This design comes from an exercise in tuning for small area on the open sky130 flow, not from production work.
RTL that was checked went through simulation tests only; none was proved equivalent to the original.
The RTL of runs 1 to 3 was laid out without a check of its function.
Power figures rest on the tool's default switching activity, not on a simulated workload.

<file path="flow/flow/run.sh">
#!/bin/bash
# Standard layout, with the port buffers made from the smallest buffer cell.
set -euo pipefail
bash standard.sh BUFFER_PORTS_ARGS="-buffer_cell sky130_fd_sc_hd__buf_1" finish > standard.log 2>&1
</file>
<file path="flow/constraint.sdc">
create_clock -name core_clock -period 5.0 [get_ports {clk_i}]
set_input_delay 1.0000 -clock core_clock [delete_from_list [all_inputs] [get_ports {clk_i}]]
set_output_delay 1.0000 -clock core_clock [all_outputs]
set_load 0.01 [all_outputs]
</file>
<file path="flow/config.mk">
export PLATFORM = sky130hd
export DESIGN_NAME = hdc_encoder_top
export DESIGN_NICKNAME = hdc_encoder_top
export VERILOG_FILES = /design/flow/design.v
export SDC_FILE = /design/flow/constraint.sdc
export NUM_CORES = 4
export LEC_CHECK = 0
export ABC_AREA = 0
export CAP_MARGIN = 0
export CORE_MARGIN = 2
export CORE_UTILIZATION = 62
export CTS_CLUSTER_DIAMETER = 100
export CTS_CLUSTER_SIZE = 25
export PLACE_DENSITY = 0.75
export SLEW_MARGIN = 0
export SYNTH_HIERARCHICAL = 1
</file>
<file path="flow/standard.sh">
#!/bin/bash
# synth_recipe.tcl (not shown) runs the flow's synth.tcl, then flattens the netlist and writes it again
# the make line also repeats each setting of config.mk as NAME=value (left out here)
make -C /OpenROAD-flow-scripts/flow DESIGN_CONFIG=/design/flow/config.mk WORK_HOME=/design/flow/orfs CLKGATE_MAP_FILE= SYNTH_SCRIPT=/design/flow/synth_recipe.tcl "${@:-finish}"
</file>
<file path="flow/design.v">
`default_nettype none
package hdc_pkg;
  localparam int unsigned HV_DIM     = 128;
  localparam int unsigned IM_ADDR_W  = 10;
  localparam int unsigned SET_W      = 3;
  localparam int unsigned INDEX_W    = 7;
  localparam int unsigned SEED_W     = 32;
  localparam int unsigned NUM_SETS   = 8;
  localparam int unsigned BUND_CNT_W = 8;
  localparam logic [SEED_W-1:0] CIM_BASE_SEED = 32'd621635317;
  localparam logic [NUM_SETS*SEED_W-1:0] ORTHO_SEEDS = {
    32'd2535149661,
    32'd2525737372,
    32'd4032445525,
    32'd811160829,
    32'd2850820469,
    32'd3074702788,
    32'd2391206478,
    32'd1103779247
  };
endpackage
module hdc_nor2  (input wire a, input wire b, output wire y);                  assign y = ~(a | b);              endmodule
module hdc_and2  (input wire a, input wire b, output wire y);                  assign y = a & b;                 endmodule
module hdc_xor2  (input wire a, input wire b, output wire y);                  assign y = a ^ b;                 endmodule
module hdc_xnor2 (input wire a, input wire b, output wire y);                  assign y = ~(a ^ b);              endmodule
module hdc_o21ai (input wire a1, input wire a2, input wire b1, output wire y); assign y = ~((a1 | a2) & b1);     endmodule
module hdc_o21a  (input wire a1, input wire a2, input wire b1, output wire y); assign y = (a1 | a2) & b1;        endmodule
module hdc_a221o (input wire a1, input wire a2, input wire b1, input wire b2, input wire c1, output wire y);
  assign y = (a1 & a2) | (b1 & b2) | c1;
endmodule
module hdc_mux2i (input wire a0, input wire a1, input wire s, output wire y);  assign y = ~(s ? a1 : a0);         endmodule
`default_nettype wire
`default_nettype none
module item_mem_port (
  input  logic        cim_i,
  input  logic [2:0]  set_i,
  input  logic [4:0]  rot_i,      
  output logic [31:0] nrot_o
);
  logic [31:0] seed;
  logic [4:0]  sel;
  logic [31:0] st [6];
  assign seed  = (cim_i ? hdc_pkg::CIM_BASE_SEED
                        : hdc_pkg::ORTHO_SEEDS[set_i*32 +: 32]);
  assign sel   = rot_i & {5{~cim_i}};
  assign st[0] = seed;
  for (genvar k = 0; k < 5; k++) begin : g_stage
    for (genvar j = 0; j < 32; j++) begin : g_bit
      hdc_mux2i u_mux (
        .a0 ( st[k][j]                   ),
        .a1 ( st[k][(j + 32 - (1 << k)) % 32] ),
        .s  ( sel[k]                     ),
        .y  ( st[k+1][j]                 )
      );
    end
  end
  assign nrot_o = st[5];
endmodule
`default_nettype wire
`default_nettype none
module hv_bundler (
  input  logic         clk_i,
  input  logic         arst_n_i,
  input  logic         valid_i,
  input  logic         last_i,
  input  logic [127:0] e_i,        
  output logic         par_o,      
  output logic [127:0] qhv_o,
  output logic         qhv_valid_o
);
  logic start_q;
  logic par_q;
  logic qhv_valid_q;
  logic [127:0][7:0] x_q;
  logic [127:0][7:0] x_d;
  always_ff @(posedge clk_i or negedge arst_n_i) begin
    if (!arst_n_i) begin
      start_q     <= 1'b1;
      par_q       <= 1'b0;
      qhv_valid_q <= 1'b0;
    end else begin
      qhv_valid_q <= valid_i & last_i;
      if (valid_i) begin
        start_q <= last_i;
        par_q   <= ~par_o;
      end
    end
  end
  assign par_o = par_q & ~start_q;
  logic nvalid, nstart;
  assign nvalid = ~valid_i;
  assign nstart = ~start_q;
  for (genvar i = 0; i < 128; i++) begin : g_pos
    logic [7:0] t;     
    logic [6:0] nm, u;
    logic       m7;
    assign t[0] = e_i[i];
    for (genvar k = 0; k < 7; k++) begin : g_bit
      hdc_nor2 u_nm (.a(x_q[i][k]), .b(start_q), .y(nm[k]));
      if (k % 2 == 0) begin : g_even
        hdc_nor2  u_u (.a(nvalid), .b(t[k]), .y(u[k]));
        hdc_o21ai u_t (.a1(x_q[i][k]), .a2(start_q), .b1(t[k]), .y(t[k+1]));
      end else begin : g_odd
        hdc_and2  u_u (.a(valid_i), .b(t[k]), .y(u[k]));
        hdc_nor2  u_t (.a(t[k]), .b(nm[k]), .y(t[k+1]));
      end
      hdc_xnor2 u_d (.a(nm[k]), .b(u[k]), .y(x_d[i][k]));
    end
    hdc_and2  u_m7 (.a(x_q[i][7]), .b(nstart), .y(m7));
    hdc_xnor2 u_d7 (.a(m7), .b(t[7]), .y(x_d[i][7]));
    assign qhv_o[i] = x_q[i][7];
  end
  always_ff @(posedge clk_i) begin
    x_q <= x_d;
  end
  assign qhv_valid_o = qhv_valid_q;
endmodule
`default_nettype wire
`default_nettype none
module hdc_encoder_top (
  input  logic              clk_i,
  input  logic              arst_n_i,
  input  logic              req_valid_i,
  input  logic              req_last_i,
  input  logic              req_cim_a_i,
  input  logic              req_cim_b_i,
  input  logic [9:0]        req_addr_a_i,
  input  logic [9:0]        req_addr_b_i,
  output logic [127:0]      qhv_o,
  output logic              qhv_valid_o
);
  logic       valid_q;
  logic       last_q;
  logic       cim_a_q, cim_b_q;
  logic [2:0] set_a_q, set_b_q;
  logic [4:0] rot_a_q, rot_b_q;
  logic [6:0] lo_q, hi_q;
  logic [6:0] flip_a, flip_b, lo_d, hi_d;
  assign flip_a = req_cim_a_i ? req_addr_a_i[9:3] : 7'd0;
  assign flip_b = req_cim_b_i ? req_addr_b_i[9:3] : 7'd0;
  assign lo_d   = (flip_a < flip_b) ? flip_a : flip_b;
  assign hi_d   = (flip_a < flip_b) ? flip_b : flip_a;
  always_ff @(posedge clk_i or negedge arst_n_i) begin
    if (!arst_n_i) begin
      valid_q <= 1'b0;
    end else begin
      valid_q <= req_valid_i;
    end
  end
  always_ff @(posedge clk_i) begin
    last_q  <= req_last_i;
    cim_a_q <= req_cim_a_i;
    cim_b_q <= req_cim_b_i;
    set_a_q <= req_addr_a_i[9:7];
    set_b_q <= req_addr_b_i[9:7];
    rot_a_q <= req_addr_a_i[4:0];
    rot_b_q <= req_addr_b_i[4:0];
    lo_q    <= lo_d;
    hi_q    <= hi_d;
  end
  logic         par, nvalid;
  logic [31:0]  nrot_a, nrot_b, per_x, per_p, per;
  logic [6:0]   lo, hi;
  assign nvalid = ~valid_q;
  item_mem_port u_im_a (.cim_i(cim_a_q), .set_i(set_a_q), .rot_i(rot_a_q), .nrot_o(nrot_a));
  item_mem_port u_im_b (.cim_i(cim_b_q), .set_i(set_b_q), .rot_i(rot_b_q), .nrot_o(nrot_b));
  for (genvar j = 0; j < 32; j++) begin : g_per
    hdc_xnor2 u_x (.a(nrot_a[j]), .b(nrot_b[j]), .y(per_x[j]));
    hdc_xor2  u_p (.a(per_x[j]), .b(par), .y(per_p[j]));
    hdc_nor2  u_v (.a(nvalid), .b(per_p[j]), .y(per[j]));
  end
  assign lo = lo_q;
  assign hi = hi_q;
  logic [7:0]  grp_f, grp_a, grp_b;
  logic [15:0] ge_l, lt_l;
  logic        same;
  assign same = lo[6:4] == hi[6:4];
  always_comb begin
    for (int v = 0; v < 8; v++) begin
      grp_f[v] = valid_q & (v > lo[6:4]) & (v < hi[6:4]);
      grp_a[v] = valid_q & (v == lo[6:4]);
      grp_b[v] = valid_q & (v == hi[6:4]) & ~same;
    end
    for (int v = 0; v < 16; v++) begin
      lt_l[v] = v < hi[3:0];
      ge_l[v] = (v >= lo[3:0]) & (~same | lt_l[v]);
    end
  end
  logic [127:0] band, e;
  for (genvar i = 0; i < 128; i++) begin : g_bind
    hdc_a221o u_bd (.a1(grp_a[i/16]), .a2(ge_l[i%16]), .b1(grp_b[i/16]), .b2(lt_l[i%16]),
                    .c1(grp_f[i/16]), .y(band[i]));
    hdc_xor2  u_e  (.a(per[i % 32]), .b(band[i]), .y(e[i]));
  end
  hv_bundler u_bundler (
    .clk_i       ( clk_i       ),
    .arst_n_i    ( arst_n_i    ),
    .valid_i     ( valid_q     ),
    .last_i      ( last_q      ),
    .e_i         ( e           ),
    .par_o       ( par         ),
    .qhv_o       ( qhv_o       ),
    .qhv_valid_o ( qhv_valid_o )
  );
endmodule
`default_nettype wire
</file>
==> metrics.log, run 1 <==
INFO  metric syn_inst = 6,003
INFO  metric final_period_util = between 90 and 100%
INFO  metric synth_enable_flop_cells = 0
INFO  metric utilization = roughly two thirds
INFO  metric drt-total-wl = 113 mm
INFO  metric maxClockFrequency = 0.209 GHz
INFO  metric cts_buffer_depth = 3
INFO  metric maxSlewHeadroom = 12.2%
INFO  metric area_delta_synth_final = 6.93%
INFO  metric yosysUniqueCellTypes = 45
INFO  metric peakVddDrop = 0.312 mV
INFO  metric power-per-cell-area = 544 nW/µm²
INFO  metric drive_gt1_share = 3.68%
INFO  metric detail-route-antenna-nets = 0
INFO  metric first_pass_drt_iterations = 5
INFO  metric clkTransAtPathRegs = 0.10 ns
INFO  metric clock_buffer_count_from_cts = 49
INFO  metric drt-vias-per-instance = 5.29
INFO  metric setup_violations = 0
INFO  metric syn-mean-instance-area = 8.64 µm²
INFO  metric arrival = 5.31 ns
INFO  metric report.final.slew_viol_count = 0
INFO  metric synth_flop_cell = sky130_fd_sc_hd__dfxtp_1
INFO  metric tritoncts = yes
INFO  metric number_of_global_route_vias_before_repair = 36,400
INFO  metric synthesis.area = 51,900 µm²
INFO  metric timing.setup.critical_path_class = reg2reg
INFO  metric worst_margin_pin_slew = roughly 1.3 ns
INFO  metric maxCapViolations = 0
INFO  metric initial_core_util = 62.3%
INFO  metric run_status = complete, no violations
INFO  metric synthMostInstantiatedCell = sky130_fd_sc_hd__nor2_1
INFO  metric floorplan.core_area = 83,300 µm²
INFO  metric p_leak = 21.7 nW
INFO  metric fin_crit = 4.79 ns
INFO  metric cp_max_fo = 7
INFO  metric synth_commonest_cells = sky130_fd_sc_hd__nor2_1, sky130_fd_sc_hd__dfxtp_1, sky130_fd_sc_hd__xnor2_1
INFO  metric setup_tns_final = 0 ns
INFO  metric overflow = 0
INFO  metric io_pins = ~160
INFO  metric grt_start_max_net_pins = 256
INFO  metric global_route.usage.total = 25.6%
INFO  metric die_width = 293 µm
INFO  metric clock_root_cell = sky130_fd_sc_hd__clkbuf_16
INFO  metric worst-endpoint-required = about 5.5 ns
INFO  metric placed_area = 54,000 µm²
INFO  metric routedWlPerCell = 15.4 µm
INFO  metric clock_latency = 0.64 ns
INFO  metric tritoncts_num_sinks = about 1,100
INFO  metric start_kind = flip-flop
INFO  metric yosysSeqAreaShare = 41.0%
INFO  metric dpl.hpwl = around 76 mm
INFO  metric dieArea = 86,000 µm²
INFO  metric power.total = approximately 30 mW
INFO  metric vias = 38,700
INFO  metric dr.first_iter.drc_count = 2,608
INFO  metric synth_seq_cells = about 1,100
INFO  metric synth_warnings = 11
INFO  metric floorplan.die.height = 293 µm
INFO  metric antenna_found_initial = 2
INFO  metric drt_drc_violations_left = 0
INFO  metric setup_slack_after_placement = 0.205 ns
INFO  metric clock_tree.htree_level_count = 2
INFO  metric clock_skew = slightly below 0.04 ns
INFO  metric area_share_of_the_largest_cell_type_after_synthesis = between 40 and 50%
INFO  metric ys_async_sr_fraction = 0.377%
INFO  metric post_synth_main_area_contributors = sky130_fd_sc_hd__dfxtp_1, sky130_fd_sc_hd__xnor2_1, sky130_fd_sc_hd__nor2_1
INFO  metric synth_area_leader_cell = sky130_fd_sc_hd__dfxtp_1
INFO  metric post-route-worst-setup-slack = between 0.2 and 0.25 ns
INFO  metric final-hold-violation-count = 0
INFO  metric design_area = roughly 55,000 µm²
INFO  metric setup.worst_path.end_class = flip-flop
INFO  metric port_buffers = 154
INFO  metric num_rows = about 110
INFO  metric number_of_nets_in_the_finished_design = 6,267
INFO  metric timing.hold.worst.class = in2async
INFO  metric global_route_wire_length_before_repair = 184 mm
INFO  metric gp_congestion = 0.900
-- final timing paths --
kind | from | end | slack (ns) | cells past startpoint
worst max-delay path | set_a_q[1] | u_bundler.x_q[655] | 0.21 | 22
worst min-delay path | arst_n_i | u_bundler.par_q | 0.22 | 1
worst max register to register | set_a_q[1] | u_bundler.x_q[655] | 0.21 | 22
worst min register to register | last_q | u_bundler.qhv_valid_q | 0.48 | 1
max in group asynchronous | arst_n_i | u_bundler.start_q | 4.49 | 1
min in group core_clock | req_last_i | last_q | 0.46 | 1
-- worst max-delay path, stage by stage (launching register included) --
cell	delay [ns]
sky130_fd_sc_hd__dfxtp_1	0.38
sky130_fd_sc_hd__inv_1	0.17
sky130_fd_sc_hd__ha_1	0.22
sky130_fd_sc_hd__nor2b_1	0.35
sky130_fd_sc_hd__a211oi_2	0.10
sky130_fd_sc_hd__mux2i_1	0.22
sky130_fd_sc_hd__mux2i_1	0.16
sky130_fd_sc_hd__mux2i_1	0.40
sky130_fd_sc_hd__mux2i_1	0.18
sky130_fd_sc_hd__mux2i_1	0.33
sky130_fd_sc_hd__xnor2_2	0.14
sky130_fd_sc_hd__xor2_1	0.18
sky130_fd_sc_hd__nor2_1	0.19
sky130_fd_sc_hd__xor2_1	0.37
sky130_fd_sc_hd__buf_4	0.19
sky130_fd_sc_hd__o21ai_1	0.09
sky130_fd_sc_hd__nor2_1	0.21
sky130_fd_sc_hd__o21ai_1	0.14
sky130_fd_sc_hd__nor2_1	0.15
sky130_fd_sc_hd__o21ai_1	0.10
sky130_fd_sc_hd__nor2_1	0.14
sky130_fd_sc_hd__o21ai_1	0.10
sky130_fd_sc_hd__xnor2_1	0.15
-- cells in the final DEF, fill, tap and decap left out, types with 4 or more instances in the layout --
cell type	count
sky130_fd_sc_hd__o21bai_1	6
sky130_fd_sc_hd__inv_1	16
sky130_fd_sc_hd__buf_12	13
sky130_fd_sc_hd__a21oi_1	19
sky130_fd_sc_hd__ha_1	18
sky130_fd_sc_hd__clkbuf_16	51
sky130_fd_sc_hd__a221o_1	128
sky130_fd_sc_hd__nor2b_4	14
sky130_fd_sc_hd__o21ai_0	4
sky130_fd_sc_hd__a21oi_2	4
sky130_fd_sc_hd__nor2_1	1853
sky130_fd_sc_hd__a21o_1	10
sky130_fd_sc_hd__nand2b_1	19
sky130_fd_sc_hd__dfxtp_1	1053
sky130_fd_sc_hd__nand2_1	33
sky130_fd_sc_hd__xnor2_1	1055
sky130_fd_sc_hd__or3_1	5
sky130_fd_sc_hd__and2_1	517
sky130_fd_sc_hd__o21ai_1	514
sky130_fd_sc_hd__nand3_1	5
sky130_fd_sc_hd__dfxtp_2	4
sky130_fd_sc_hd__or2_1	6
sky130_fd_sc_hd__xor2_2	4
sky130_fd_sc_hd__o21a_1	10
sky130_fd_sc_hd__conb_1	44
sky130_fd_sc_hd__nor3_1	13
sky130_fd_sc_hd__mux2i_1	332
sky130_fd_sc_hd__xor2_1	159
sky130_fd_sc_hd__buf_1	154
sky130_fd_sc_hd__buf_4	108
sky130_fd_sc_hd__nor2b_1	10
-- power breakdown --
group          internal (mW)  switching [mW]
sequential              12.6            1.71
combinational           5.18            6.14
clock                   1.86            2.65
total                   19.7            10.5
-- per-module statistics from Yosys, one instance, submodules excluded --
| module | cells | flops+latches | copies in the design | cell area (µm²) |
|---|---|---|---|---|
| hdc_nor2 | 1 | 0 | 1824 | 3.75 |
| hdc_xor2 | 1 | 0 | 160 | 8.76 |
| hv_bundler | 1162 | 1027 | 1 | 21600 |
| item_mem_port | 70 | 0 | 2 | 482 |
| hdc_xnor2 | 1 | 0 | 1056 | 8.76 |
| hdc_a221o | 1 | 0 | 128 | 10.0 |
| hdc_encoder_top | 189 | 34 | 1 | 1600 |
| hdc_and2 | 1 | 0 | 512 | 6.26 |
| hdc_o21ai | 1 | 0 | 512 | 5.00 |
| hdc_mux2i | 1 | 0 | 320 | 10.0 |
-- layer usage --
metal	share of wire, %	wire, µm	global-route usage, %	vias to the layer above
li1	-	-	-	19800
met1	49	55000	36.9	18100
met2	44	49600	40.5	710
met3	5.0	5630	3.43	150
met4	2.2	2460	6.31	0
met5	0	0	0	-
-- timing repair --
item / 4_1_cts / 5_1_grt
hold buffers: 0 / 0
setup endpoints to repair: 0 / 152
gates resized for setup: 0 / 21
setup buffers: 0 / 1
-- flip-flops by register name (all words and copies together) (netlist names) --
| name | count |
|---|---|
| u_bundler.x_q | 1024 |
| hi_q | 7 |
| lo_q | 7 |
| rot_a_q | 5 |
| rot_b_q | 5 |
| set_a_q | 3 |
| set_b_q | 3 |
| cim_a_q | 1 |
| cim_b_q | 1 |
| last_q | 1 |
| u_bundler.par_q | 1 |
| u_bundler.qhv_valid_q | 1 |
| u_bundler.start_q | 1 |
| valid_q | 1 |
-- cell type report --
type | count | area, µm²
fill | 6911 | 27800
clock buffer | 53 | 1280
clock inverter | 5 | 58.8
inverter | 20 | 83.8
sequential | 1061 | 21300
timing repair buffer | 275 | 1650
antenna | 3 | 7.51
multi-input combinational | 4814 | 29800
tap | 1080 | 1350
-- per-stage QoR --
stage,hold WS [ns],cells
finish,0.218,7311
global route,0.207,7309
CTS,0.191,7306
detailed placement,0.459,7248
global placement,0.460,7248
floorplan,0.449,6044
-- cell families (layout without fill, tap and decap cells) --
logic type	after synthesis	count (layout)	synth area share, %
flops	1061	1061	41.0
buf+inv	170	353	2.25
compound gates	706	706	8.31
simple gates	2490	2491	20.9
mux	334	334	6.44
xor+xnor	1219	1219	20.6
fa+ha+maj	20	20	0.482
other cells	3	47	0.0217
==> inputs of run 2 (changes only) <==
--- a/flow/config.mk
+++ b/flow/config.mk
@@ -8,9 +8,9 @@
 export ABC_AREA = 0
 export CAP_MARGIN = 0
 export CORE_MARGIN = 2
-export CORE_UTILIZATION = 62
+export CORE_UTILIZATION = 70
 export CTS_CLUSTER_DIAMETER = 100
 export CTS_CLUSTER_SIZE = 25
-export PLACE_DENSITY = 0.75
+export PLACE_DENSITY = 0.8
 export SLEW_MARGIN = 0
 export SYNTH_HIERARCHICAL = 1
==> metrics.log, run 2 <==
INFO  metric utilization = 75.4% (+8.8 points)
INFO  metric drive_gt1_share = 3.35% (-0.33 points)
INFO  metric initial_core_util = 70.9% (+8.6 points)
INFO  metric antenna_found_initial = 3 (+1)
INFO  metric first_pass_drt_iterations = 6 (+1)
INFO  metric clock_root_cell = sky130_fd_sc_hd__clkbuf_16
INFO  metric globalRouteMet2Util = 47.6% (+7.2 points)
INFO  metric p_leak = 21.7 nW (-0.36%)
INFO  metric clock_tree.htree_level_count = 2 (unchanged)
INFO  metric synthMostInstantiatedCell = sky130_fd_sc_hd__nor2_1
INFO  metric maxClockFrequency = 0.212 GHz (+1.4%)
INFO  metric setup.worst_path.end_class = flip-flop
INFO  metric largest_register_ff_count = 1,024 (unchanged)
INFO  metric num_rows = 99 (-6.6%)
INFO  metric global_route_wire_length_before_repair = 187 mm (+1.3%)
INFO  metric maxSlewHeadroom = 21.7% (+9.5 points)
INFO  metric critical_path.top_delay_family = multiplexers
INFO  metric cts_buffer_depth = 3 (unchanged)
INFO  metric layout_common_cells = sky130_fd_sc_hd__nor2_1, sky130_fd_sc_hd__xnor2_1, sky130_fd_sc_hd__dfxtp_1
INFO  metric grt_use_met3 = 2.87% (-0.56 points)
INFO  metric synth_area_leader_cell = sky130_fd_sc_hd__dfxtp_1
INFO  metric setup.reg_to_reg.worst_slack = 0.27 ns (+0.07 ns)
INFO  metric setup_violations = 0 (unchanged)
INFO  metric dr.first_iter.drc_count = 2,965 (+14%)
INFO  metric start_kind = flip-flop
INFO  metric tritoncts_num_sinks = 1,061 (unchanged)
INFO  metric worstReg2RegStart = set_b_q[0]
INFO  metric gr-max-usage-layer = met2
INFO  metric synth_warnings = 11 (unchanged)
INFO  metric clkTransAtPathRegs = 0.10 ns (about the same)
INFO  metric worst-endpoint-required = 5.52 ns (about the same)
INFO  metric clock_latency = 0.64 ns (about the same)
INFO  metric cp_max_fo = 7 (unchanged)
INFO  metric critical-path-max-stage-delay = 0.44 ns (+0.04 ns)
INFO  metric layout_top_registers = u_bundler.x_q (1024), hi_q (7), lo_q (7)
INFO  metric syn_inst = 6,003 (unchanged)
INFO  metric clock_skew = 0.0306 ns (-0.00790 ns)
INFO  metric drt_drc_violations_left = 0 (unchanged)
INFO  metric clock_buffer_count_from_cts = 49 (unchanged)
INFO  metric critical_path.n_buffers_inverters = 2 (unchanged)
INFO  metric groute.layer.met1.usage = 40.6% (+3.7 points)
INFO  metric run_status = complete, no violations
INFO  metric timing.setup.critical_path_class = reg2reg
INFO  metric maxCapViolations = 0 (unchanged)
INFO  metric reg2reg_depth = 22 (unchanged)
INFO  metric floorplan.die.height = 276 µm (-5.8%)
INFO  metric overflow = 0 (unchanged)
INFO  metric syn-mean-instance-area = 8.64 µm² (unchanged)
INFO  metric report.final.slew_viol_count = 0 (unchanged)
INFO  metric io_pins = 155 (unchanged)
INFO  metric tritoncts = yes
INFO  metric yosysUniqueCellTypes = 45 (unchanged)
INFO  metric final-hold-violation-count = 0 (unchanged)
INFO  metric synth_enable_flop_cells = 0 (unchanged)
INFO  metric dieArea = 76,300 µm² (-11%)
INFO  metric final_period_util = 94.5% (-1.3 points)
INFO  metric ys_async_sr_fraction = 0.377% (unchanged)
INFO  metric gp_congestion = 0.939 (+4.4%)
INFO  metric die_width = 276 µm (-5.8%)
INFO  metric drt-vias-per-instance = 5.44 (+2.9%)
INFO  metric global_route.usage.total = 28.9% (+3.4 points)
INFO  metric number_of_global_route_vias_before_repair = 37,900 (+4.1%)
INFO  metric layout_commonest_cell = sky130_fd_sc_hd__nor2_1
INFO  metric reg2reg_to = u_bundler.x_q[111]
INFO  metric grt_start_max_net_pins = 209 (-18%)
INFO  metric placed_area = 53,800 µm² (-0.37%)
INFO  metric vias = 39,100 (+1.0%)
INFO  metric design_area = 55,200 µm² (-0.55%)
INFO  metric timing.critical_path.cells = inv_1 > ha_1 > and2_1 > o21bai_1 > mux2i_1 > mux2i_1 > mux2i_1 > mux2i_1 > mux2i_1 > xnor2_1 > xor2_1 > nor2_1 > buf_4 > xor2_1 > o21ai_1 > nor2_1 > o21ai_1 > nor2_1 > o21ai_1 > nor2_1 > o21ai_1 > xnor2_1
INFO  metric detail-route-antenna-nets = 0 (unchanged)
INFO  metric crit_path_top_delay_cell = sky130_fd_sc_hd__xor2_1
INFO  metric timing.hold.worst.class = in2async
INFO  metric timing.critical_path.depth = 22 (unchanged)
INFO  metric area_delta_synth_final = 6.35%
INFO  metric cp-startpoint = set_b_q[0]
INFO  metric dpl.hpwl = 75.3 mm (-0.89%)
INFO  metric worst_margin_pin_slew = 1.17 ns (-0.134 ns)
INFO  metric cp_common_cell = sky130_fd_sc_hd__mux2i_1
INFO  metric area_share_of_the_largest_cell_type_after_synthesis = 40.8% (unchanged)
INFO  metric worst_hold_slack = 0.216 ns (-0.00207 ns)
INFO  metric post_synth_main_area_contributors = sky130_fd_sc_hd__dfxtp_1, sky130_fd_sc_hd__xnor2_1, sky130_fd_sc_hd__nor2_1
INFO  metric power-per-cell-area = 547 nW/µm² (+0.57%)
INFO  metric yosysSeqAreaShare = 41.0% (unchanged)
INFO  metric routedWlPerCell = 15.7 µm (+1.5%)
INFO  metric peakVddDrop = 0.434 mV (+39%)
INFO  metric port_buffers = 154 (unchanged)
INFO  metric largest_register = u_bundler.x_q
INFO  metric floorplan.core_area = 73,200 µm² (-12%)
INFO  metric fin_crit = 4.73 ns (-0.0672 ns)
INFO  metric drt-total-wl = 112 mm (-0.34%)
INFO  metric synth_commonest_cells = sky130_fd_sc_hd__nor2_1, sky130_fd_sc_hd__dfxtp_1, sky130_fd_sc_hd__xnor2_1
INFO  metric arrival = 5.25 ns (-0.06 ns)
INFO  metric synth_seq_cells = 1,061 (unchanged)
INFO  metric synth_flop_cell = sky130_fd_sc_hd__dfxtp_1
INFO  metric number_of_nets_in_the_finished_design = 6,254 (-0.21%)
INFO  metric synthesis.area = 51,900 µm² (unchanged)
INFO  metric post_cts_buffers = 0 (unchanged)
[run 2: per-module statistics from Yosys, one instance, submodules excluded]
module	cells	cell area, µm²	flops+latches	times used
hdc_xor2	1	8.76	0	160
hdc_a221o	1	10.0	0	128
hdc_xnor2	1	8.76	0	1056
hdc_encoder_top	189	1600	34	1
item_mem_port	70	482	0	2
hdc_mux2i	1	10.0	0	320
hdc_o21ai	1	5.00	0	512
hdc_nor2	1	3.75	0	1824
hdc_and2	1	6.26	0	512
hv_bundler	1162	21600	1027	1
[run 2: final cells by class]
class                      instances  area, µm²
inverter                          20       83.8
timing repair buffer             262       1590
multi-input combinational       4814      29700
sequential                      1061      21300
fill                            5479      18000
antenna                            2       5.00
tap                              959       1200
clock inverter                     6       62.6
clock buffer                      53       1240
[run 2: power by group]
part / internal (mW) / total, mW / switching (mW)
Clock: 1.80 / 4.45 / 2.65
Sequential: 12.6 / 14.4 / 1.75
Combinational: 5.14 / 11.3 / 6.20
Total: 19.6 / 30.2 / 10.6
[run 2: through the flow]
| step | setup WS, ns | TNS [ns] | cells | total power, mW |
|---|---|---|---|---|
| after floorplan | -6.68 | -6275.97 | 6044 | 23.8 |
| after global placement | 0.308 | 0 | 7115 | 25.1 |
| after detailed placement | 0.166 | 0 | 7115 | 25.7 |
| after CTS | 0.106 | 0 | 7174 | 30.2 |
| after global routing | -0.0380 | -0.0774 | 7177 | 32.3 |
| final | 0.275 | 0 | 7177 | 30.2 |
[run 2: worst max-delay path by stage]
stage | end | slack [ns]
3_3_place_gp | u_bundler.x_q[319] | 0.31
3_5_place_dp | u_bundler.x_q[319] | 0.17
6_report | u_bundler.x_q[111] | 0.27
2_1_floorplan | u_bundler.x_q[1014] | -6.68
4_1_cts | u_bundler.x_q[319] | 0.11
5_1_grt | u_bundler.x_q[511] | -0.04
[run 2: logic make-up after synthesis]
logic type / synth area share [%]
compound gates: 8.31
xor+xnor: 20.6
fa+ha+maj: 0.482
buf+inv: 2.25
flops: 41.0
mux: 6.44
other cells: 0.0217
simple gates: 20.9
[run 2: what timing repair did]
action / CTS / global route
hold buffers: 0 / 0
endpoints found under the setup margin: 0 / 172
endpoints found under the hold margin: 0 / 0
gates resized for setup: 0 / 11
[run 2: layer usage]
metal / wire length [µm] / vias to the layer above
li1: - / 19800
met1: 53800 / 18400
met2: 51200 / 720
met3: 4540 / 179
met4: 2810 / 0
met5: 0 / -
==> inputs of run 3 (changes only) <==
--- a/flow/config.mk
+++ b/flow/config.mk
@@ -8,9 +8,9 @@
 export ABC_AREA = 0
 export CAP_MARGIN = 0
 export CORE_MARGIN = 2
-export CORE_UTILIZATION = 70
+export CORE_UTILIZATION = 76
 export CTS_CLUSTER_DIAMETER = 100
 export CTS_CLUSTER_SIZE = 25
-export PLACE_DENSITY = 0.8
+export PLACE_DENSITY = 0.86
 export SLEW_MARGIN = 0
 export SYNTH_HIERARCHICAL = 1
==> metrics.log, run 3 <==
INFO  metric antenna_found_initial = 2 (-1)
INFO  metric critical-path-max-stage-delay = 0.44 ns (about the same)
INFO  metric power.total = 30.5 mW (+1.1%)
INFO  metric tritoncts = yes
INFO  metric run_status = complete, no violations
INFO  metric ys_async_sr_fraction = 0.377% (unchanged)
INFO  metric setup_violations = 0 (unchanged)
INFO  metric area_delta_synth_final = 6.42% (about the same)
INFO  metric synth_seq_cells = 1,061 (unchanged)
INFO  metric synthesized_area_fraction_occupied_by_adder_cells = 0.482% (unchanged)
INFO  metric timing.critical_path.depth = 21 (-4.5%)
INFO  metric worst_margin_pin_slew = 1.28 ns (+0.110 ns)
INFO  metric final_period_util = 96.1% (+1.6 points)
INFO  metric detail-route-antenna-nets = 0 (unchanged)
INFO  metric post_synth_main_area_contributors = sky130_fd_sc_hd__dfxtp_1, sky130_fd_sc_hd__xnor2_1, sky130_fd_sc_hd__nor2_1
INFO  metric cts_buffer_depth = 3 (unchanged)
INFO  metric synth-simple-area-share = 20.9% (unchanged)
INFO  metric synth_enable_flop_cells = 0 (unchanged)
INFO  metric p_leak = 21.7 nW (+0.13%)
INFO  metric grt_start_max_net_pins = 261 (+25%)
INFO  metric overflow = 0 (unchanged)
INFO  metric syn_inst = 6,003 (unchanged)
INFO  metric number_of_nets_in_the_finished_design = 6,256 (+0.032%)
INFO  metric synth_warnings = 11 (unchanged)
INFO  metric dieArea = 70,400 µm² (-7.8%)
INFO  metric vias = 40,100 (+2.6%)
INFO  metric setup.worst_path.end_class = flip-flop
INFO  metric post_synth_mux_area_share = 6.44% (unchanged)
INFO  metric largest_register = u_bundler.x_q
INFO  metric arrival = 5.32 ns (+0.07 ns)
INFO  metric floorplan.die.height = 265 µm (-4.0%)
INFO  metric setup.reg_to_reg.worst_slack = 0.20 ns (-0.08 ns)
INFO  metric start_kind = flip-flop
INFO  metric initial_core_util = 77.0% (+6.1 points)
INFO  metric final-hold-violation-count = 0 (unchanged)
INFO  metric endpoint = u_bundler.x_q[591]
INFO  metric global_route_wire_length_before_repair = 192 mm (+2.6%)
INFO  metric combinational_family_with_the_most_area_after_synthesis = simple AND/OR/NAND/NOR gates
INFO  metric drive_gt1_share = 3.91% (+0.56 points)
INFO  metric yosysSeqAreaShare = 41.0% (unchanged)
INFO  metric yosysUniqueCellTypes = 45 (unchanged)
INFO  metric synth_flop_cell = sky130_fd_sc_hd__dfxtp_1
INFO  metric drt_drc_violations_left = 0 (unchanged)
INFO  metric port_buffers = 154 (unchanged)
INFO  metric num_rows = 95 (-4.0%)
INFO  metric synth-xor-area-share = 20.6% (unchanged)
INFO  metric grt_setup_unrepaired = true
INFO  metric dp_cells = 7,026 (-1.3%)
INFO  metric number_of_global_route_vias_before_repair = 39,100 (+3.1%)
INFO  metric maxCapViolations = 0 (unchanged)
INFO  metric area_share_of_the_largest_cell_type_after_synthesis = 40.8% (unchanged)
INFO  metric timing.critical_path.cells = inv_1 > ha_1 > nand2b_4 > a21oi_1 > mux2i_1 > mux2i_1 > mux2i_1 > mux2i_1 > mux2i_1 > xnor2_1 > xor2_1 > nor2_1 > xor2_1 > o21ai_1 > nor2_1 > o21ai_1 > nor2_1 > o21ai_1 > nor2_1 > o21ai_1 > xnor2_1
INFO  metric dpl.hpwl = 78.7 mm (+4.6%)
INFO  metric timing.setup.critical_path_class = reg2reg
INFO  metric maxClockFrequency = 0.208 GHz (-1.6%)
INFO  metric synthesis.area = 51,900 µm² (unchanged)
INFO  metric maxSlewHeadroom = 14.4% (-7.3 points)
INFO  metric layout_top_registers = u_bundler.x_q (1024), hi_q (7), lo_q (7)
INFO  metric tritoncts_num_sinks = 1,061 (unchanged)
INFO  metric clock_root_cell = sky130_fd_sc_hd__clkbuf_16
INFO  metric gp_congestion = 0.913 (-2.8%)
INFO  metric synthMostInstantiatedCell = sky130_fd_sc_hd__nor2_1
INFO  metric worst_hold_slack = 0.194 ns (-0.0217 ns)
INFO  metric routedWlPerCell = 16.6 µm (+6.2%)
INFO  metric dr.first_iter.drc_count = 3,207 (+8.2%)
INFO  metric floorplan.core_area = 67,400 µm² (-7.9%)
INFO  metric drt-total-wl = 118 mm (+5.0%)
INFO  metric clock_skew = 0.0335 ns (+0.00287 ns)
INFO  metric synth_area_leader_cell = sky130_fd_sc_hd__dfxtp_1
INFO  metric layout_common_cells = sky130_fd_sc_hd__nor2_1, sky130_fd_sc_hd__xnor2_1, sky130_fd_sc_hd__dfxtp_1
INFO  metric timing.hold.worst.class = in2async
INFO  metric peakVddDrop = 0.464 mV (+6.9%)
INFO  metric fin_crit = 4.80 ns (+0.0792 ns)
INFO  metric global_route.usage.total = 32.5% (+3.5 points)
INFO  metric crit_path_top_delay_cell = sky130_fd_sc_hd__dfxtp_2
INFO  metric die_width = 265 µm (-4.0%)
INFO  metric clkTransAtPathRegs = 0.10 ns (about the same)
INFO  metric critical_path.n_buffers_inverters = 1 (-1)
INFO  metric setup_tns_final = 0 ns (unchanged)
INFO  metric clock_tree.htree_level_count = 2 (unchanged)
INFO  metric worstReg2RegStart = set_b_q[0]
INFO  metric cp_max_fo = 7 (unchanged)
INFO  metric design_area = 55,200 µm² (about the same)
INFO  metric clock_buffer_count_from_cts = 50 (+2.0%)
INFO  metric syn-mean-instance-area = 8.64 µm² (unchanged)
INFO  metric layout.cells.non_filler = 7,093 (-1.2%)
INFO  metric layout_commonest_cell = sky130_fd_sc_hd__nor2_1
INFO  metric reg2reg_to = u_bundler.x_q[591]
INFO  metric io_pins = 155 (unchanged)
INFO  metric report.final.slew_viol_count = 0 (unchanged)
INFO  metric drt-vias-per-instance = 5.65 (+3.8%)
INFO  metric hold_buffers = 0 (unchanged)
INFO  metric reg2reg_depth = 21 (-4.5%)
INFO  metric first_pass_drt_iterations = 6 (unchanged)
INFO  metric worst-endpoint-required = 5.52 ns (about the same)
INFO  metric synth-compound-area-share = 8.31% (unchanged)
INFO  metric power-per-cell-area = 553 nW/µm² (+1.1%)
INFO  metric largest_register_ff_count = 1,024 (unchanged)
INFO  metric clock_latency = 0.64 ns (about the same)
INFO  metric synth_commonest_cells = sky130_fd_sc_hd__nor2_1, sky130_fd_sc_hd__dfxtp_1, sky130_fd_sc_hd__xnor2_1
INFO  metric placed_area = 53,700 µm² (-0.34%)
INFO  metric cp_common_cell = sky130_fd_sc_hd__mux2i_1
INFO  metric critical_path.top_delay_family = simple AND/OR/NAND/NOR gates
INFO  metric cp-startpoint = set_b_q[0]
[run 3: layer usage]
metal | vias up | part of all wire [%] | track usage (%)
met5 | - | 0.050 | 0.624
met4 | 2 | 2.6 | 9.25
met3 | 221 | 5.7 | 5.30
met2 | 988 | 47 | 54.0
met1 | 19100 | 45 | 43.6
li1 | 19700 | - | -
[run 3: cell families (layout without fill, tap and decap cells)]
logic type	after synthesis	count (layout)
other	3	48
and+or+nand+nor	2490	2494
DFF	1061	1061
muxes	334	334
AOI/OAI and AO/OA	706	706
xor gates and xnor gates	1219	1219
buffers and inverters	170	338
adders and majority gates	20	20
[run 3: worst register-to-register path, cell delays in order (launching register included)]
cell and delay, ns:
sky130_fd_sc_hd__dfxtp_2 0.44, sky130_fd_sc_hd__inv_1 0.13, sky130_fd_sc_hd__ha_1 0.44, sky130_fd_sc_hd__nand2b_4 0.10
sky130_fd_sc_hd__a21oi_1 0.24, sky130_fd_sc_hd__mux2i_1 0.17, sky130_fd_sc_hd__mux2i_1 0.34, sky130_fd_sc_hd__mux2i_1 0.17
sky130_fd_sc_hd__mux2i_1 0.23, sky130_fd_sc_hd__mux2i_1 0.12, sky130_fd_sc_hd__xnor2_1 0.36, sky130_fd_sc_hd__xor2_1 0.12
sky130_fd_sc_hd__nor2_1 0.40, sky130_fd_sc_hd__xor2_1 0.22, sky130_fd_sc_hd__o21ai_1 0.11, sky130_fd_sc_hd__nor2_1 0.24
sky130_fd_sc_hd__o21ai_1 0.12, sky130_fd_sc_hd__nor2_1 0.19, sky130_fd_sc_hd__o21ai_1 0.11, sky130_fd_sc_hd__nor2_1 0.18
sky130_fd_sc_hd__o21ai_1 0.10, sky130_fd_sc_hd__xnor2_1 0.17
[run 3: power by group]
| part | internal, mW | total, mW | leakage (nW) | switching, mW |
|---|---|---|---|---|
| clock | 1.87 | 4.53 | 0.670 | 2.66 |
| sequential | 12.6 | 14.4 | 8.93 | 1.81 |
| combinational | 5.15 | 11.5 | 12.1 | 6.39 |
| total | 19.7 | 30.5 | 21.7 | 10.9 |
[run 3: layout make-up]
| type | count | area (µm²) |
|---|---|---|
| clock buffer | 53 | 1280 |
| timing repair buffer | 260 | 1500 |
| antenna | 4 | 10.0 |
| sequential | 1061 | 21300 |
| clock inverter | 5 | 91.3 |
| fill | 4222 | 12200 |
| inverter | 20 | 83.8 |
| tap | 873 | 1090 |
| multi-input combinational | 4817 | 29900 |
[run 3: worst min path at each step]
stage / endpoint / slack (ns) / cells after the start
floorplan: u_bundler.qhv_valid_q / 0.45 / 1
global placement: u_bundler.qhv_valid_q / 0.45 / 1
detailed placement: u_bundler.qhv_valid_q / 0.46 / 1
CTS: u_bundler.par_q / 0.19 / 1
global route: u_bundler.par_q / 0.20 / 1
finish: u_bundler.par_q / 0.19 / 1
[run 3: Yosys stat by module, one instance, submodules excluded]
| module | cells | flip-flops and latches |
|---|---|---|
| hdc_a221o | 1 | 0 |
| hdc_and2 | 1 | 0 |
| hdc_encoder_top | 189 | 34 |
| hdc_mux2i | 1 | 0 |
| hdc_nor2 | 1 | 0 |
| hdc_o21ai | 1 | 0 |
| hdc_xnor2 | 1 | 0 |
| hdc_xor2 | 1 | 0 |
| hv_bundler | 1162 | 1027 |
| item_mem_port | 70 | 0 |
[run 3: timing repair]
| item | in CTS | in global routing |
|---|---|---|
| resized for setup | 3 | 34 |
| pin swaps | 0 | 6 |
| cloned | 0 | 4 |
| setup buffers | 0 | 1 |
| setup endpoints to repair | 3 | 238 |
[run 3: through the flow]
step                      setup slack [ns]  util (%)
after CTS                           0.0110      81.7
after detailed placement           -0.0226      79.6
final                                0.195      81.9
after global placement              0.0497      79.6
after floorplan                      -6.68         -
after global routing               -0.0244      81.9
==> inputs of run 4 (changes only) <==
--- a/flow/design.v
+++ b/flow/design.v
@@ -28,6 +28,9 @@
 module hdc_a221o (input wire a1, input wire a2, input wire b1, input wire b2, input wire c1, output wire y);
   assign y = (a1 & a2) | (b1 & b2) | c1;
 endmodule
+module hdc_a22o  (input wire a1, input wire a2, input wire b1, input wire b2, output wire y);
+  assign y = (a1 & a2) | (b1 & b2);
+endmodule
 module hdc_mux2i (input wire a0, input wire a1, input wire s, output wire y);  assign y = ~(s ? a1 : a0);         endmodule
 `default_nettype wire
 `default_nettype none
@@ -188,8 +191,14 @@
   end
   logic [127:0] band, e;
   for (genvar i = 0; i < 128; i++) begin : g_bind
-    hdc_a221o u_bd (.a1(grp_a[i/16]), .a2(ge_l[i%16]), .b1(grp_b[i/16]), .b2(lt_l[i%16]),
-                    .c1(grp_f[i/16]), .y(band[i]));
+    if (i / 16 == 0) begin : g_first
+      hdc_and2  u_bd (.a(grp_a[0]), .b(ge_l[i%16]), .y(band[i]));
+    end else if (i / 16 == 7) begin : g_last
+      hdc_a22o  u_bd (.a1(grp_a[7]), .a2(ge_l[i%16]), .b1(grp_b[7]), .b2(lt_l[i%16]), .y(band[i]));
+    end else begin : g_mid
+      hdc_a221o u_bd (.a1(grp_a[i/16]), .a2(ge_l[i%16]), .b1(grp_b[i/16]), .b2(lt_l[i%16]),
+                      .c1(grp_f[i/16]), .y(band[i]));
+    end
     hdc_xor2  u_e  (.a(per[i % 32]), .b(band[i]), .y(e[i]));
   end
   hv_bundler u_bundler (
--- a/flow/config.mk
+++ b/flow/config.mk
@@ -8,9 +8,10 @@
 export ABC_AREA = 0
 export CAP_MARGIN = 0
 export CORE_MARGIN = 2
-export CORE_UTILIZATION = 76
+export CORE_UTILIZATION = 70
 export CTS_CLUSTER_DIAMETER = 100
 export CTS_CLUSTER_SIZE = 25
-export PLACE_DENSITY = 0.86
+export GPL_ROUTABILITY_DRIVEN = 0
+export PLACE_DENSITY = 0.8
 export SLEW_MARGIN = 0
 export SYNTH_HIERARCHICAL = 1
==> metrics.log, run 4 <==
INFO  metric run_status = complete, no violations
INFO  metric timing.setup.critical_path_class = reg2reg
INFO  metric final-hold-violation-count = 0 (unchanged)
INFO  metric initial_core_util = 70.9% (-6.1 points)
INFO  metric dieArea = 76,200 µm² (+8.3%)
INFO  metric synthMostInstantiatedCell = sky130_fd_sc_hd__nor2_1
INFO  metric arrival = 5.27 ns (-0.05 ns)
INFO  metric grt_start_max_net_pins = 224 (-14%)
INFO  metric clkTransAtPathRegs = 0.10 ns (about the same)
INFO  metric synth_enable_flop_cells = 0 (unchanged)
INFO  metric synth_warnings = 11 (unchanged)
INFO  metric ys_async_sr_fraction = 0.377% (unchanged)
INFO  metric clock_root_cell = sky130_fd_sc_hd__clkbuf_16
INFO  metric io_pins = 155 (unchanged)
INFO  metric drt_drc_violations_left = 0 (unchanged)
INFO  metric layout_top_registers = u_bundler.x_q (1024), hi_q (7), lo_q (7)
INFO  metric hold_buffers = 0 (unchanged)
INFO  metric grt_setup_unrepaired = false
INFO  metric syn-mean-instance-area = 8.63 µm² (-0.14%)
INFO  metric clock_skew = 0.0313 ns (-0.00213 ns)
INFO  metric floorplan.core_area = 73,100 µm² (+8.4%)
INFO  metric power-per-cell-area = 540 nW/µm² (-2.2%)
INFO  metric cp-startpoint = set_b_q[1]
INFO  metric synth_flop_cell = sky130_fd_sc_hd__dfxtp_1
INFO  metric drt-vias-per-instance = 5.44 (-3.6%)
INFO  metric area_share_of_the_largest_cell_type_after_synthesis = 40.8% (+0.063 points)
INFO  metric maxSlewHeadroom = 21.5% (+7.1 points)
INFO  metric layout.cells.non_filler = 7,130 (+0.52%)
INFO  metric first_pass_drt_iterations = 17 (+11)
INFO  metric worstReg2RegStart = set_b_q[1]
INFO  metric routedWlPerCell = 15.2 µm (-8.8%)
INFO  metric global_route_wire_length_before_repair = 181 mm (-5.4%)
INFO  metric num_rows = 99 (+4.2%)
INFO  metric clock_latency = 0.65 ns (about the same)
INFO  metric timing.hold.worst.class = in2async
INFO  metric clock_tree.htree_level_count = 2 (unchanged)
INFO  metric power.total = 29.8 mW (-2.5%)
INFO  metric setup_violations = 0 (unchanged)
INFO  metric yosysUniqueCellTypes = 51 (+13%)
INFO  metric dpl.hpwl = 72.3 mm (-8.1%)
INFO  metric fin_crit = 4.73 ns (-0.0714 ns)
INFO  metric layout_commonest_cell = sky130_fd_sc_hd__nor2_1
INFO  metric number_of_global_route_vias_before_repair = 37,400 (-4.4%)
INFO  metric drt-total-wl = 108 mm (-8.3%)
INFO  metric yosysSeqAreaShare = 41.0% (+0.063 points)
INFO  metric endpoint = u_bundler.x_q[15]
INFO  metric port_buffers = 154 (unchanged)
INFO  metric die_width = 276 µm (+4.1%)
INFO  metric dr.first_iter.drc_count = 3,347 (+4.4%)
INFO  metric overflow = 0 (unchanged)
INFO  metric detail-route-antenna-nets = 0 (unchanged)
INFO  metric reg2reg_to = u_bundler.x_q[15]
INFO  metric reg2reg_depth = 21 (unchanged)
INFO  metric synthesis.area = 51,800 µm² (-0.15%)
INFO  metric cts_buffer_depth = 3 (unchanged)
INFO  metric drive_gt1_share = 3.63% (-0.28 points)
INFO  metric peakVddDrop = 0.354 mV (-24%)
INFO  metric dp_cells = 7,068 (+0.60%)
INFO  metric vias = 38,800 (-3.1%)
INFO  metric report.final.slew_viol_count = 0 (unchanged)
INFO  metric layout_common_cells = sky130_fd_sc_hd__nor2_1, sky130_fd_sc_hd__xnor2_1, sky130_fd_sc_hd__dfxtp_1
INFO  metric syn_inst = 6,002 (-0.017%)
INFO  metric p_leak = 21.6 nW (-0.16%)
INFO  metric tritoncts_num_sinks = 1,061 (unchanged)
INFO  metric cp_max_fo = 7 (unchanged)
INFO  metric clock_buffer_count_from_cts = 50 (unchanged)
INFO  metric largest_register = u_bundler.x_q
INFO  metric worst-endpoint-required = 5.54 ns (+0.02 ns)
INFO  metric post_synth_main_area_contributors = sky130_fd_sc_hd__dfxtp_1, sky130_fd_sc_hd__xnor2_1, sky130_fd_sc_hd__nor2_1
INFO  metric synth_area_leader_cell = sky130_fd_sc_hd__dfxtp_1
INFO  metric number_of_nets_in_the_finished_design = 6,209 (-0.75%)
INFO  metric start_kind = flip-flop
INFO  metric tritoncts = yes
INFO  metric floorplan.die.height = 276 µm (+4.1%)
INFO  metric synth_commonest_cells = sky130_fd_sc_hd__nor2_1, sky130_fd_sc_hd__dfxtp_1, sky130_fd_sc_hd__xnor2_1
INFO  metric setup.reg_to_reg.worst_slack = 0.27 ns (+0.07 ns)
INFO  metric maxCapViolations = 0 (unchanged)
INFO  metric antenna_found_initial = 3 (+1)
INFO  metric global_route.usage.total = 27.7% (-4.7 points)
INFO  metric worst_margin_pin_slew = 1.18 ns (-0.105 ns)
INFO  metric area_delta_synth_final = 6.32% (about the same)
INFO  metric maxClockFrequency = 0.211 GHz (+1.5%)
INFO  metric final_period_util = 94.7% (-1.4 points)
INFO  metric largest_register_ff_count = 1,024 (unchanged)
INFO  metric synth_seq_cells = 1,061 (unchanged)
INFO  metric setup.worst_path.end_class = flip-flop
run 4: changes by cell type after synthesis, moves of 4 or more:
cell,previous run,this run
sky130_fd_sc_hd__a221o_1,128,96
sky130_fd_sc_hd__clkbuf_1,3,9
sky130_fd_sc_hd__and2_1,517,532
sky130_fd_sc_hd__nor2_1,1856,1852
sky130_fd_sc_hd__buf_2,13,9
sky130_fd_sc_hd__nor4_1,0,4
sky130_fd_sc_hd__a22o_1,0,16
run 4: how the worst min path moves through the flow:
stage | slack, ns | end | startpoint
CTS | 0.14 | valid_q | arst_n_i
global route | 0.16 | u_bundler.par_q | arst_n_i
finish | 0.16 | u_bundler.par_q | arst_n_i
global placement | 0.46 | u_bundler.qhv_valid_q | last_q
detailed placement | 0.46 | u_bundler.qhv_valid_q | last_q
floorplan | 0.45 | u_bundler.qhv_valid_q | last_q
run 4: what timing repair did:
item | in CTS | in global routing
gates resized for setup | 0 | 35
setup buffers | 0 | 1
endpoints found under the setup margin | 0 | 117
run 4: Yosys stat by module (local to each module, per instance), excerpt:
module,flip-flops and latches,times used
hdc_a221o,0,96
hdc_and2,0,528
hdc_encoder_top,34,1
hdc_mux2i,0,320
hdc_o21ai,0,512
hdc_xor2,0,160
item_mem_port,0,2
run 4: final cells by class:
class	instances	area, µm²
Multi-Input combinational cell	4778	29700
Sequential cell	1061	21300
Fill cell	5495	18000
Timing Repair Buffer	252	1480
Clock buffer	52	1280
Tap cell	959	1200
Clock inverter	5	86.3
Inverter	20	83.8
Antenna cell	3	7.51
run 4: critical path, stage by stage, from the launching register on:
cell and delay [ns]:
sky130_fd_sc_hd__dfxtp_2 0.41, sky130_fd_sc_hd__inv_1 0.13, sky130_fd_sc_hd__ha_1 0.22, sky130_fd_sc_hd__nor2b_1 0.16, sky130_fd_sc_hd__a211oi_2 0.32, sky130_fd_sc_hd__mux2i_1 0.16, sky130_fd_sc_hd__mux2i_1 0.32, sky130_fd_sc_hd__mux2i_1 0.20
sky130_fd_sc_hd__mux2i_1 0.28, sky130_fd_sc_hd__mux2i_1 0.15, sky130_fd_sc_hd__xnor2_1 0.37, sky130_fd_sc_hd__xor2_1 0.12, sky130_fd_sc_hd__nor2_1 0.20, sky130_fd_sc_hd__xor2_1 0.37, sky130_fd_sc_hd__o21ai_1 0.18, sky130_fd_sc_hd__nor2_1 0.19
sky130_fd_sc_hd__o21ai_1 0.11, sky130_fd_sc_hd__nor2_1 0.18, sky130_fd_sc_hd__o21ai_1 0.11, sky130_fd_sc_hd__nor2_1 0.17, sky130_fd_sc_hd__o21ai_1 0.10, sky130_fd_sc_hd__xnor2_1 0.16
run 4: metrics by stage:
stage	setup slack [ns]	cell area, µm²	TNS (ns)	hold slack [ns]	utilization (%)
global placement	0.339	53500	0	0.458	73.3
CTS	0.227	54900	0	0.140	75.1
floorplan	-6.68	51800	-6275.71	0.449	-
global route	0.0548	55100	0	0.160	75.4
finish	0.267	55100	0	0.160	75.4
detailed placement	0.296	53500	0	0.461	73.3
run 4: per-layer routing:
metal | vias to the layer above | GRT usage, % | part of all wire (%)
li1 | 19600 | - | -
met5 | - | 0 | 0
met3 | 209 | 3.55 | 4.3
met4 | 0 | 9.60 | 3.5
met2 | 742 | 46.0 | 46
met1 | 18200 | 37.4 | 46
run 4: cells by family after synthesis:
| family | count (synthesis) | share of synthesized area, % |
|---|---|---|
| and+or+nand+nor | 2503 | 21.1 |
| xor gates and xnor gates | 1219 | 20.6 |
| DFF | 1061 | 41.0 |
| AOI/OAI and AO/OA | 690 | 7.99 |
| muxes | 334 | 6.45 |
| buffers and inverters | 172 | 2.26 |
| adders and majority gates | 20 | 0.483 |
| other | 3 | 0.0217 |
run 4: report_power, final:
group	switching, mW	internal, mW
Clock	2.67	1.87
Sequential	1.71	12.6
Combinational	6.00	4.92
Total	10.4	19.4
==> inputs of run 5 (changes only) <==
--- a/flow/config.mk
+++ b/flow/config.mk
@@ -11,7 +11,6 @@
 export CORE_UTILIZATION = 70
 export CTS_CLUSTER_DIAMETER = 100
 export CTS_CLUSTER_SIZE = 25
-export GPL_ROUTABILITY_DRIVEN = 0
 export PLACE_DENSITY = 0.8
 export SLEW_MARGIN = 0
 export SYNTH_HIERARCHICAL = 1
==> metrics.log, run 5 <==
INFO  metric placed_area = 53,800 µm² (+0.47%)
INFO  metric drt_drc_violations_left = 0 (unchanged)
INFO  metric drt-vias-per-instance = 5.42 (-0.36%)
INFO  metric synth_seq_cells = 1,061 (unchanged)
INFO  metric synth_enable_flop_cells = 0 (unchanged)
INFO  metric switching_share = 34.9% (+0.037 points)
INFO  metric internal_power = 19.5 mW (+0.53%)
INFO  metric post_cts_buffers = 0 (unchanged)
INFO  metric synth_area_leader_cell = sky130_fd_sc_hd__dfxtp_1
INFO  metric combinationalPowerShare = 36.9% (+0.2 points)
INFO  metric clock_buffer_count_from_cts = 50 (unchanged)
INFO  metric cts_buffer_depth = 3 (unchanged)
INFO  metric p_leak = 21.8 nW (+0.79%)
INFO  metric tritoncts = yes
INFO  metric layout_commonest_cell = sky130_fd_sc_hd__nor2_1
INFO  metric peakVddDrop = 0.399 mV (+13%)
INFO  metric design_area = 55,300 µm² (+0.38%)
INFO  metric syn-mean-instance-area = 8.63 µm² (unchanged)
INFO  metric floorplan.core_area = 73,100 µm² (unchanged)
INFO  metric initial_core_util = 70.9% (unchanged)
INFO  metric post_synth_main_area_contributors = sky130_fd_sc_hd__dfxtp_1, sky130_fd_sc_hd__xnor2_1, sky130_fd_sc_hd__nor2_1
INFO  metric grt_start_max_net_pins = 227 (+1.3%)
INFO  metric largest_register = u_bundler.x_q
INFO  metric layout_common_cells = sky130_fd_sc_hd__nor2_1, sky130_fd_sc_hd__xnor2_1, sky130_fd_sc_hd__dfxtp_1
INFO  metric start_kind = flip-flop
INFO  metric antenna_found_initial = 3 (unchanged)
INFO  metric port_buffers = 154 (unchanged)
INFO  metric synth_warnings = 11 (unchanged)
INFO  metric final_period_util = 93.1% (-1.5 points)
INFO  metric dieArea = 76,200 µm² (unchanged)
INFO  metric setup.worst_path.end_class = flip-flop
INFO  metric cp_max_fo = 7 (unchanged)
INFO  metric global_route_wire_length_before_repair = 185 mm (+2.0%)
INFO  metric area_delta_synth_final = 6.72%
INFO  metric overflow = 0 (unchanged)
INFO  metric area_share_of_the_largest_cell_type_after_synthesis = 40.8% (unchanged)
INFO  metric tritoncts_num_sinks = 1,061 (unchanged)
INFO  metric critical_path.top_delay_family = multiplexers
INFO  metric dpl.hpwl = 75.8 mm (+4.8%)
INFO  metric timing.critical_path.cells = inv_1 > ha_1 > and2_1 > o21bai_1 > mux2i_1 > mux2i_1 > mux2i_1 > mux2i_1 > mux2i_1 > xnor2_1 > buf_4 > xor2_1 > nor2_1 > buf_4 > xor2_1 > buf_4 > o21ai_1 > nor2_1 > o21ai_1 > nor2_1 > o21ai_1 > nor2_1 > o21ai_1 > xnor2_1
INFO  metric worst_margin_pin_slew = 1.05 ns (-0.124 ns)
INFO  metric maxSlewHeadroom = 29.7% (+8.3 points)
INFO  metric seq_power_share = 47.8% (-0.3 points)
INFO  metric routedWlPerCell = 15.6 µm (+2.7%)
INFO  metric yosysSeqAreaShare = 41.0% (unchanged)
INFO  metric setup.reg_to_reg.worst_slack = 0.34 ns (+0.08 ns)
INFO  metric ys_async_sr_fraction = 0.377% (unchanged)
INFO  metric critical_path.n_buffers_inverters = 4 (+3)
INFO  metric syn_inst = 6,002 (unchanged)
INFO  metric maxCapViolations = 0 (unchanged)
INFO  metric clock_latency = 0.64 ns (about the same)
INFO  metric largest_register_ff_count = 1,024 (unchanged)
INFO  metric io_pins = 155 (unchanged)
INFO  metric fin_crit = 4.66 ns (-0.0770 ns)
INFO  metric num_rows = 99 (unchanged)
INFO  metric synth_commonest_cells = sky130_fd_sc_hd__nor2_1, sky130_fd_sc_hd__dfxtp_1, sky130_fd_sc_hd__xnor2_1
INFO  metric clkTransAtPathRegs = 0.10 ns (about the same)
INFO  metric detail-route-antenna-nets = 0 (unchanged)
INFO  metric final-hold-violation-count = 0 (unchanged)
INFO  metric setup_violations = 0 (unchanged)
INFO  metric yosysUniqueCellTypes = 51 (unchanged)
INFO  metric arrival = 5.19 ns (-0.08 ns)
INFO  metric die_width = 276 µm (unchanged)
INFO  metric switching_power = 10.4 mW (+0.69%)
INFO  metric layout_top_registers = u_bundler.x_q (1024), hi_q (7), lo_q (7)
INFO  metric post-route-worst-setup-slack = 0.344 ns (+0.0770 ns)
INFO  metric clock_skew = 0.0300 ns (-0.00136 ns)
INFO  metric setup_slack_after_placement = 0.221 ns (-0.0755 ns)
INFO  metric cp_common_cell = sky130_fd_sc_hd__mux2i_1
INFO  metric clock_tree.htree_level_count = 2 (unchanged)
INFO  metric number_of_nets_in_the_finished_design = 6,241 (+0.52%)
INFO  metric report.final.slew_viol_count = 0 (unchanged)
INFO  metric drive_gt1_share = 3.97% (+0.33 points)
INFO  metric crit_path_top_delay_cell = sky130_fd_sc_hd__dfxtp_2
INFO  metric first_pass_drt_iterations = 16 (-1)
INFO  metric maxClockFrequency = 0.215 GHz (+1.7%)
INFO  metric cts_resized = 0 (unchanged)
INFO  metric floorplan.die.height = 276 µm (unchanged)
INFO  metric clock_root_cell = sky130_fd_sc_hd__clkbuf_16
INFO  metric timing.hold.worst.class = in2async
INFO  metric hold_buffers = 0 (unchanged)
INFO  metric worst-endpoint-required = 5.54 ns (about the same)
INFO  metric grt_setup_unrepaired = true
INFO  metric number_of_global_route_vias_before_repair = 37,600 (+0.52%)
INFO  metric synthesis.area = 51,800 µm² (unchanged)
INFO  metric power-per-cell-area = 542 nW/µm² (+0.21%)
INFO  metric global_route.usage.total = 28.6% (+0.84 points)
INFO  metric run_status = complete, no violations
INFO  metric dr.first_iter.drc_count = 2,771 (-17%)
INFO  metric gp_congestion = about 0.9
INFO  metric drt-total-wl = 112 mm (+3.2%)
INFO  metric synth_flop_cell = sky130_fd_sc_hd__dfxtp_1
INFO  metric critical-path-max-stage-delay = 0.40 ns (about the same)
INFO  metric timing.setup.critical_path_class = reg2reg
INFO  metric vias = 38,900 (+0.12%)
INFO  metric synthMostInstantiatedCell = sky130_fd_sc_hd__nor2_1
INFO  metric clock_power_share = 15.2% (about the same)
run 5: cell families (layout without fill, tap and decap cells):
group | Yosys count | after routing | synth area share (%)
AND/OR/NAND/NOR | 2503 | 2505 | 21.1
XOR/XNOR | 1219 | 1219 | 20.6
flip-flops | 1061 | 1061 | 41.0
AO/OA/AOI/OAI | 690 | 690 | 7.99
multiplexers | 334 | 334 | 6.45
buffers and inverters | 172 | 363 | 2.26
adder cells (fa/ha/maj) | 20 | 20 | 0.483
other | 3 | 13 | 0.0217
run 5: worst paths after layout:
path                                  from               endpoint  cells past startpoint
setup / recovery                set_a_q[0]     u_bundler.x_q[831]                     24
min in group core_clock    req_addr_b_i[1]             rot_b_q[1]                      1
max in group asynchronous         arst_n_i      u_bundler.start_q                      1
setup reg to reg                set_a_q[0]     u_bundler.x_q[831]                     24
hold reg to reg                     last_q  u_bundler.qhv_valid_q                      1
hold / removal                    arst_n_i                valid_q                      1
run 5: layout make-up:
class | count | area (µm²)
fill | 5428 | 17800
multi-input combinational | 4779 | 29600
clock buffer | 55 | 1300
inverter | 20 | 83.8
antenna | 2 | 5.00
tap | 959 | 1200
timing repair buffer | 283 | 1720
sequential | 1061 | 21300
clock inverter | 5 | 82.6
run 5: worst reg2reg max path: cells and delay by family, from the launching register on:
family / cells / cell delay, ns
XOR/XNOR: 4 / 0.68
flip-flops: 1 / 0.40
adder cells (fa/ha/maj): 1 / 0.40
buffers and inverters: 4 / 0.59
AND/OR/NAND/NOR: 5 / 0.88
multiplexers: 5 / 0.99
AO/OA/AOI/OAI: 5 / 0.63
run 5: Yosys stat by module (local to each module, per instance), a selection:
module | cells | flip-flops and latches | times used | area (µm²)
hdc_a22o | 1 | 0 | 16 | 8.76
hdc_xnor2 | 1 | 0 | 1056 | 8.76
hdc_encoder_top | 188 | 34 | 1 | 1600
item_mem_port | 70 | 0 | 2 | 482
hdc_o21ai | 1 | 0 | 512 | 5.00
hv_bundler | 1162 | 1027 | 1 | 21600
run 5: per-layer routing:
metal / up-vias / GRT usage (%) / share of wire [%]
li1: 19700 / - / -
met1: 18300 / 38.9 / 47
met2: 649 / 48.3 / 47
met3: 177 / 2.93 / 3.5
met4: 2 / 8.17 / 2.8
met5: - / 0 / 0.012
run 5: per-stage QoR:
step | hold slack (ns) | TNS (ns) | cells | total power [mW] | util (%)
final | 0.168 | 0 | 7164 | 29.9 | 75.7
after CTS | 0.148 | 0 | 7160 | 30.0 | 75.5
after floorplan | 0.449 | -6275.71 | 6010 | 23.4 | -
after detailed placement | 0.464 | 0 | 7100 | 25.4 | 73.6
after global routing | 0.169 | -0.174 | 7164 | 32.0 | 75.7
after global placement | 0.458 | 0 | 7100 | 24.8 | 73.6
run 5: power by group through the flow:
stage / Combinational, mW / Clock [mW] / Sequential [mW]
floorplan: 9.17 / 0 / 14.2
global placement: 10.5 / 0 / 14.3
detailed placement: 10.9 / 0 / 14.5
CTS: 11.0 / 4.67 / 14.3
global route: 12.3 / 4.96 / 14.8
finish: 11.1 / 4.56 / 14.3

[separate check: timing with driven ports]
No port has a modelled driver above. Below, the same layouts with a new extraction and two added sets of constraints.
Step 1: set_driving_cell puts a clkbuf_16 on clk_i and a buf_2 on each other input, an assumption about the parent block.
Step 2, shift: input delay + t, output delay - t, t = (earliest + latest rising clock arrival at the registers) / 2. This alone moves slack from input paths to output paths.
Slacks: no drivers / after step 1 / after step 2; pairs: no drivers / after step 1.
run	t, ns	slack for setup (ns)	worst hold slack (ns)	slew at the worst register clock pin (ns)	pins driven straight from the clock port
run 1	0.696	0.207 / 0.207 / 0.207	0.218 / 0.167 / 0.480	0.10 / 0.10	1
run 2	0.693	0.275 / 0.275 / 0.275	0.216 / 0.165 / 0.488	0.11 / 0.11	1
run 3	0.691	0.195 / 0.195 / 0.195	0.194 / 0.148 / 0.479	0.10 / 0.10	1
run 4	0.699	0.267 / 0.267 / 0.267	0.160 / 0.117 / 0.480	0.10 / 0.10	1
run 5	0.693	0.344 / 0.344 / 0.344	0.168 / 0.120 / 0.484	0.10 / 0.10	1
After both steps every run listed still meets setup and hold.
